Context: an optimization exercise on an open-source flow, tuned for small area, a short achievable clock period and few clock cycles per item. The choices shown serve that exercise and are no tape-out recipe. The RTL was checked by simulation tests, not by an equivalence proof against the original design. Power is estimated from default activity; no workload was simulated.

==> flow/design.v <==
`timescale 1ns/100ps
package mpeg_pkg;
	typedef logic [8-1:0] byte_t;
	typedef logic [16-1:0] key_t;
	typedef enum logic {
		run_misc  = 1'b0,
		run_video = 1'b1
	} run_class_e;
	typedef logic [7:0] run_len_t;
	typedef enum logic [1:0] {
		sc_idle,
		sc_zero,
		sc_zero_zero,
		sc_prefix
	} scan_state_e;
	typedef enum logic {
		join_idle,
		join_copy
	} join_state_e;
endpackage
`timescale 1ns/100ps
module mpeg_scrambler_top (
	input  logic            clk,
	input  logic            rst_n,
	input  mpeg_pkg::byte_t mpeg_in,
	input  logic            mpeg_in_en,
	input  logic            stream_end,
	input  mpeg_pkg::key_t  key_in,
	input  logic            key_en,
	output mpeg_pkg::byte_t mpeg_out,
	output logic            mpeg_out_en,
	output logic            mpeg_prog_full
);
	localparam logic [1:0] SC_IDLE = 2'b00;
	localparam logic [1:0] SC_ZERO = 2'b01;
	localparam logic [1:0] SC_ZERO_ZERO = 2'b11;
	localparam logic [1:0] SC_PREFIX = 2'b10;
	mpeg_pkg::key_t lfsr;
	logic step_d;
	logic key_bit;
	logic [1:0] state;
	logic [1:0] state_nx;
	logic video;
	logic video_nx;
	logic carries_sign;
	logic is_zero;
	logic is_one;
	logic is_slice;
	logic step;
	assign carries_sign = |mpeg_in[7:1];
	assign is_zero = ~carries_sign & ~mpeg_in[0];
	assign is_one = ~carries_sign & mpeg_in[0];
	assign is_slice = (mpeg_in >= 8'h01) && (mpeg_in <= 8'hAF);
	assign key_bit = step_d ? lfsr[14] : lfsr[15];
	assign step = mpeg_in_en & video & carries_sign;
	assign mpeg_prog_full = 1'b0;
	always_comb begin
		state_nx = state;
		video_nx = video;
		case (state)
			SC_IDLE: state_nx = is_zero ? SC_ZERO : SC_IDLE;
			SC_ZERO: state_nx = is_zero ? SC_ZERO_ZERO : SC_IDLE;
			SC_ZERO_ZERO: state_nx = is_one ? SC_PREFIX : (is_zero ? SC_ZERO_ZERO : SC_IDLE);
			default: begin
				state_nx = SC_IDLE;
				video_nx = is_slice;
			end
		endcase
		if (stream_end) begin
			state_nx = SC_IDLE;
			video_nx = 1'b0;
		end
	end
	always_ff @(posedge clk) begin
		mpeg_out <= {mpeg_in[7:1], mpeg_in[0] ^ (video & carries_sign & key_bit)};
		mpeg_out_en <= mpeg_in_en & rst_n;
	end
	always_ff @(posedge clk) begin
		if (!rst_n) begin
			lfsr <= 16'hACE1;
			step_d <= 1'b0;
			state <= SC_IDLE;
			video <= 1'b0;
		end else begin
			if (key_en)
				lfsr <= (key_in == '0) ? mpeg_pkg::key_t'(16'hACE1) : key_in;
			else if (step_d)
				lfsr <= {lfsr[14:0], lfsr[15] ^ lfsr[13] ^ lfsr[12] ^ lfsr[10]};
			step_d <= step & ~key_en;
			if (mpeg_in_en) begin
				state <= state_nx;
				video <= video_nx;
			end
		end
	end
endmodule
export LEC_CHECK = 0
export CAP_MARGIN = 20
export CORE_AREA = 2.5 2.5 58.5 58.5
export DIE_AREA = 0 0 61 61
export SETUP_SLACK_MARGIN = 3.0
export SLEW_MARGIN = 20
create_clock -name core_clock -period 5.0 [get_ports {clk}]
standard.sh (not shown) runs the stock make flow with config.mk's settings and CLKGATE_MAP_FILE= SYNTH_SCRIPT=/design/flow/synth_recipe.tcl, a recipe that flattens the netlist after the stock synthesis.
==> flow/flow/run.sh <==
#!/bin/bash
# Standard ORFS layout with plain buf_1 cells as the port buffers (buffer_ports otherwise picks a
# delay buffer) and a clock tree without dummy loads. Make's full output goes to flow_make.log here.
set -euo pipefail
bash standard.sh "BUFFER_PORTS_ARGS=-buffer_cell sky130_fd_sc_hd__buf_1" \
	"CTS_ARGS=-sink_clustering_enable -repair_clock_nets -dont_use_dummy_load -buf_list {sky130_fd_sc_hd__clkbuf_8 sky130_fd_sc_hd__clkbuf_16}" \
	finish > flow_make.log 2>&1
The baseline passed the timing, design-rule and antenna checks.
Testbench counts at the start, summed over its fixed seeds: cycles 173,216, bytes 173,208.
Next try:
==> flow/flow/run.sh (replaced) <==
#!/bin/bash
# Standard ORFS layout, with plain buf_1 cells as the port buffers instead of the delay buffer
# that buffer_ports picks on its own. Make's full output goes to flow_make.log here.
set -euo pipefail
bash standard.sh "BUFFER_PORTS_ARGS=-buffer_cell sky130_fd_sc_hd__buf_1" finish > flow_make.log 2>&1
--- a/flow/config.mk
+++ b/flow/config.mk
@@ -7,6 +7,7 @@
 export LEC_CHECK = 0
 export CAP_MARGIN = 20
-export CORE_AREA = 2.5 2.5 58.5 58.5
-export DIE_AREA = 0 0 61 61
-export SETUP_SLACK_MARGIN = 3.0
+export CORE_MARGIN = 2
+export CORE_UTILIZATION = 40
+export CTS_BUF_LIST = sky130_fd_sc_hd__clkbuf_8 sky130_fd_sc_hd__clkbuf_16
+export SETUP_SLACK_MARGIN = 3.2
 export SLEW_MARGIN = 20
Result: Count of clock-buffer cells in the layout went up by 2. Register-to-register slack hardly moves. Worst setup slack gets better by 0.12 ns.
Next try:
==> flow/flow/run.sh (replaced) <==
#!/bin/bash
# Standard ORFS layout with plain buf_1 cells as the port buffers (buffer_ports otherwise picks a
# delay buffer) and a clock tree without dummy loads. Make's full output goes to flow_make.log here.
set -euo pipefail
bash standard.sh "BUFFER_PORTS_ARGS=-buffer_cell sky130_fd_sc_hd__buf_1" \
	"CTS_ARGS=-sink_clustering_enable -repair_clock_nets -dont_use_dummy_load -buf_list sky130_fd_sc_hd__clkbuf_4" \
	finish > flow_make.log 2>&1
==> flow/config.mk (replaced) <==
export PLATFORM = sky130hd
export DESIGN_NAME = mpeg_scrambler_top
export DESIGN_NICKNAME = mpeg_scrambler_top
export VERILOG_FILES = /design/flow/design.v
export SDC_FILE = /design/flow/constraint.sdc
export NUM_CORES = 4
export LEC_CHECK = 0
export CAP_MARGIN = 20
export CORE_AREA = 2.5 2.5 58.5 58.5
export DIE_AREA = 0 0 61 61
export SETUP_SLACK_MARGIN = 3.05
export SLEW_MARGIN = 20
After rerunning: Non-clock buffer count decreases by 1; cell count increases by a few percent; first-iteration DRC count does not change; wire length decreases by a little under a tenth; design area decreases by a little under a tenth; clock-buffer cell count decreases by 2; synthesized cell count is unchanged; clock skew increases by 0.0074 ns; global-route usage decreases by 2.9 points; worst hold slack hardly moves.
Next try:
--- a/flow/flow/run.sh
+++ b/flow/flow/run.sh
@@ -4,4 +4,4 @@
 set -euo pipefail
 bash standard.sh "BUFFER_PORTS_ARGS=-buffer_cell sky130_fd_sc_hd__buf_1" \
-	"CTS_ARGS=-sink_clustering_enable -repair_clock_nets -dont_use_dummy_load -buf_list sky130_fd_sc_hd__clkbuf_4" \
+	"CTS_ARGS=-sink_clustering_enable -repair_clock_nets -dont_use_dummy_load -buf_list {sky130_fd_sc_hd__clkbuf_8 sky130_fd_sc_hd__clkbuf_16}" \
 	finish > flow_make.log 2>&1
--- a/flow/config.mk
+++ b/flow/config.mk
@@ -9,4 +9,4 @@
 export CORE_AREA = 2.5 2.5 58.5 58.5
 export DIE_AREA = 0 0 61 61
-export SETUP_SLACK_MARGIN = 3.05
+export SETUP_SLACK_MARGIN = 3.25
 export SLEW_MARGIN = 20
Area after synthesis is unchanged.
Power rose by about a fifth.
Wire length rises by roughly a tenth.
Setup slack improved by 0.077 ns.
Cell count rises slightly.

wip/onyx:
Starts from the design.v that is shown in full above.
==> flow/config.mk <==
export PLATFORM = sky130hd
export DESIGN_NAME = mpeg_scrambler_top
export DESIGN_NICKNAME = mpeg_scrambler_top
export VERILOG_FILES = /design/flow/design.v
export SDC_FILE = /design/flow/constraint.sdc
export NUM_CORES = 4
export LEC_CHECK = 0
export CAP_MARGIN = 20
export CORE_AREA = 2.5 2.5 58.5 58.5
export CTS_BUF_LIST = sky130_fd_sc_hd__clkbuf_8 sky130_fd_sc_hd__clkbuf_16
export DIE_AREA = 0 0 61 61
export SETUP_SLACK_MARGIN = 3.2
export SLEW_MARGIN = 20
==> flow/constraint.sdc <==
create_clock -name core_clock -period 5.0 [get_ports {clk}]
set_input_delay 1.0000 -clock core_clock [delete_from_list [all_inputs] [get_ports {clk}]]
set_output_delay 1.0000 -clock core_clock [all_outputs]
set_load 0.01 [all_outputs]
==> flow/flow/run.sh <==
#!/bin/bash
# Standard ORFS layout with plain buf_1 cells as the port buffers (buffer_ports otherwise picks a
# delay buffer) and a leaner clock tree. Make's full output goes to flow_make.log here.
set -euo pipefail
bash standard.sh "BUFFER_PORTS_ARGS=-buffer_cell sky130_fd_sc_hd__buf_1" \
	"CTS_ARGS=-sink_clustering_enable -repair_clock_nets -dont_use_dummy_load -buf_list {sky130_fd_sc_hd__clkbuf_8 sky130_fd_sc_hd__clkbuf_16}" finish > flow_make.log 2>&1
Testbench counts of wip/onyx, summed over its fixed seeds: cycles 173,216, bytes 173,208.
Changes in wip/garnet relative to wip/onyx:
Settings: CORE_AREA: 2.5 2.5 58.5 58.5 -> unset; CORE_UTILIZATION: unset -> 40; DIE_AREA: 0 0 61 61 -> unset; CORE_MARGIN: unset -> 2.
==> flow/flow/run.sh <==
#!/bin/bash
# Standard ORFS layout with plain buf_1 cells as the port buffers (buffer_ports otherwise picks a
# delay buffer) and a leaner clock tree. Make's full output goes to flow_make.log here.
set -euo pipefail
bash standard.sh "BUFFER_PORTS_ARGS=-buffer_cell sky130_fd_sc_hd__buf_1" \
	"CTS_ARGS=-sink_clustering_enable -repair_clock_nets -dont_use_dummy_load -buf_list sky130_fd_sc_hd__clkbuf_16 -root_buf sky130_fd_sc_hd__clkbuf_16 -sink_clustering_size 40 -sink_clustering_max_diameter 200" finish > flow_make.log 2>&1
==> results.txt <==
- [compare] base=wip/onyx new=wip/garnet: via count of the first global-routing pass now sits higher; fmax now sits at about the same level; combinational group share of total power now sits lower.
- On fraction of met2 tracks used by global routing: between wip/garnet and wip/onyx, it ends up lower for wip/onyx.
- Going from wip/onyx to wip/garnet, the final cell count was found to have gone down by 6.1%.
- NOTE: hold slack in wip/garnet exceeds that of wip/onyx
- In the reports for wip/garnet and wip/onyx, the smaller wire length belongs to wip/onyx.
Input changes introduced in wip/pepper (baseline for comparison: wip/garnet):
Settings: removing SETUP_SLACK_MARGIN (formerly 3.2).
==> flow/flow/run.sh <==
#!/bin/bash
# Standard ORFS layout, with plain buf_1 cells as the port buffers instead of the delay buffer
# that buffer_ports picks on its own. Make's full output goes to flow_make.log here.
set -euo pipefail
bash standard.sh "BUFFER_PORTS_ARGS=-buffer_cell sky130_fd_sc_hd__buf_1" finish > flow_make.log 2>&1
Notes after the runs:
Per the comparison of wip/pepper with wip/garnet, standby leakage power fell by 0.051 nW; power density over the cells lost about 1.6%; top fanout value on the critical path went up; count of nets left with antenna violations after detail routing essentially unchanged; routed length on met1 shows a reduction of 5.6%. Summary of wip/pepper over wip/garnet: total global routing track utilization shows a reduction of 1.7 points, power in the clock group shows a reduction of 20%.
Changes in wip/willow relative to wip/pepper:
Settings: CORE_AREA newly set to 2.5 2.5 58.5 58.5; CORE_MARGIN removed (was 2); CTS_BUF_LIST removed (was sky130_fd_sc_hd__clkbuf_8 sky130_fd_sc_hd__clkbuf_16); DIE_AREA newly set to 0 0 61 61; CORE_UTILIZATION removed (was 40); SETUP_SLACK_MARGIN newly set to 3.1.
==> flow/flow/run.sh <==
#!/bin/bash
# Standard ORFS layout with plain buf_1 cells as the port buffers (buffer_ports otherwise picks a
# delay buffer) and a clock tree without dummy loads. Make's full output goes to flow_make.log here.
set -euo pipefail
bash standard.sh "BUFFER_PORTS_ARGS=-buffer_cell sky130_fd_sc_hd__buf_1" \
	"CTS_ARGS=-sink_clustering_enable -repair_clock_nets -dont_use_dummy_load -buf_list {sky130_fd_sc_hd__clkbuf_4 sky130_fd_sc_hd__clkbuf_8}" \
	finish > flow_make.log 2>&1
### Flow results
As far as first-iteration DRC count goes, wip/pepper and wip/willow are indistinguishable; the numbers are identical.
On sequential share of layout area, the lower figure sits with wip/pepper, not wip/willow.
Design internal power (lower): wip/willow
Final core area utilization, wip/pepper and wip/willow, higher one = wip/pepper.
[wip/willow] final setup skew rose 0.0052 ns relative to wip/pepper
Looking at arrival time of the worst setup path, wip/willow sits below wip/pepper.
Share of total power consumed by net switching was lower in the run labelled wip/pepper.

==> port drivers added, routing unchanged <==
How much do the figures lean on ideal ports? The routed layouts below were timed once more, with nothing changed but the port constraints. Step 1 assumes that a clkbuf_16 drives the clock port and a buf_2 every other input. Step 2 moves the port delays by t, midway between the first and last clock arrival at a register: inputs arrive t later, outputs are due t later. That takes back most of the time a late clock gives input paths. Slacks: no drivers / after step 1 / after step 2; pairs: no drivers / after step 1.
run | t (ns) | setup slack, ns | worst slew at a driven data input, ns
the first run of note 1 | 0.286 | 3.130 / 3.125 / 2.838 | 0.03
the second run of note 1 | 0.304 | 3.247 / 3.238 / 2.947 | 0.04
the third run of note 1 | 0.336 | 3.173 / 3.168 / 2.832 | 0.03
the fourth run of note 1 | 0.290 | 3.250 / 3.230 / 2.939 | 0.06
wip/onyx | 0.289 | 3.244 / 3.238 / 2.948 | 0.04
wip/garnet | 0.296 | 3.239 / 3.238 / 2.941 | 0.04
wip/pepper | 0.300 | 2.806 / 2.808 / 2.508 | 0.03
wip/willow | 0.336 | 3.215 / 3.194 / 2.873 | 0.03
After both steps setup and hold are still met in every run listed. For wip/willow, which loses most, drivers alone change the setup slack by -0.021 ns; drivers and shift together by -0.342 ns.
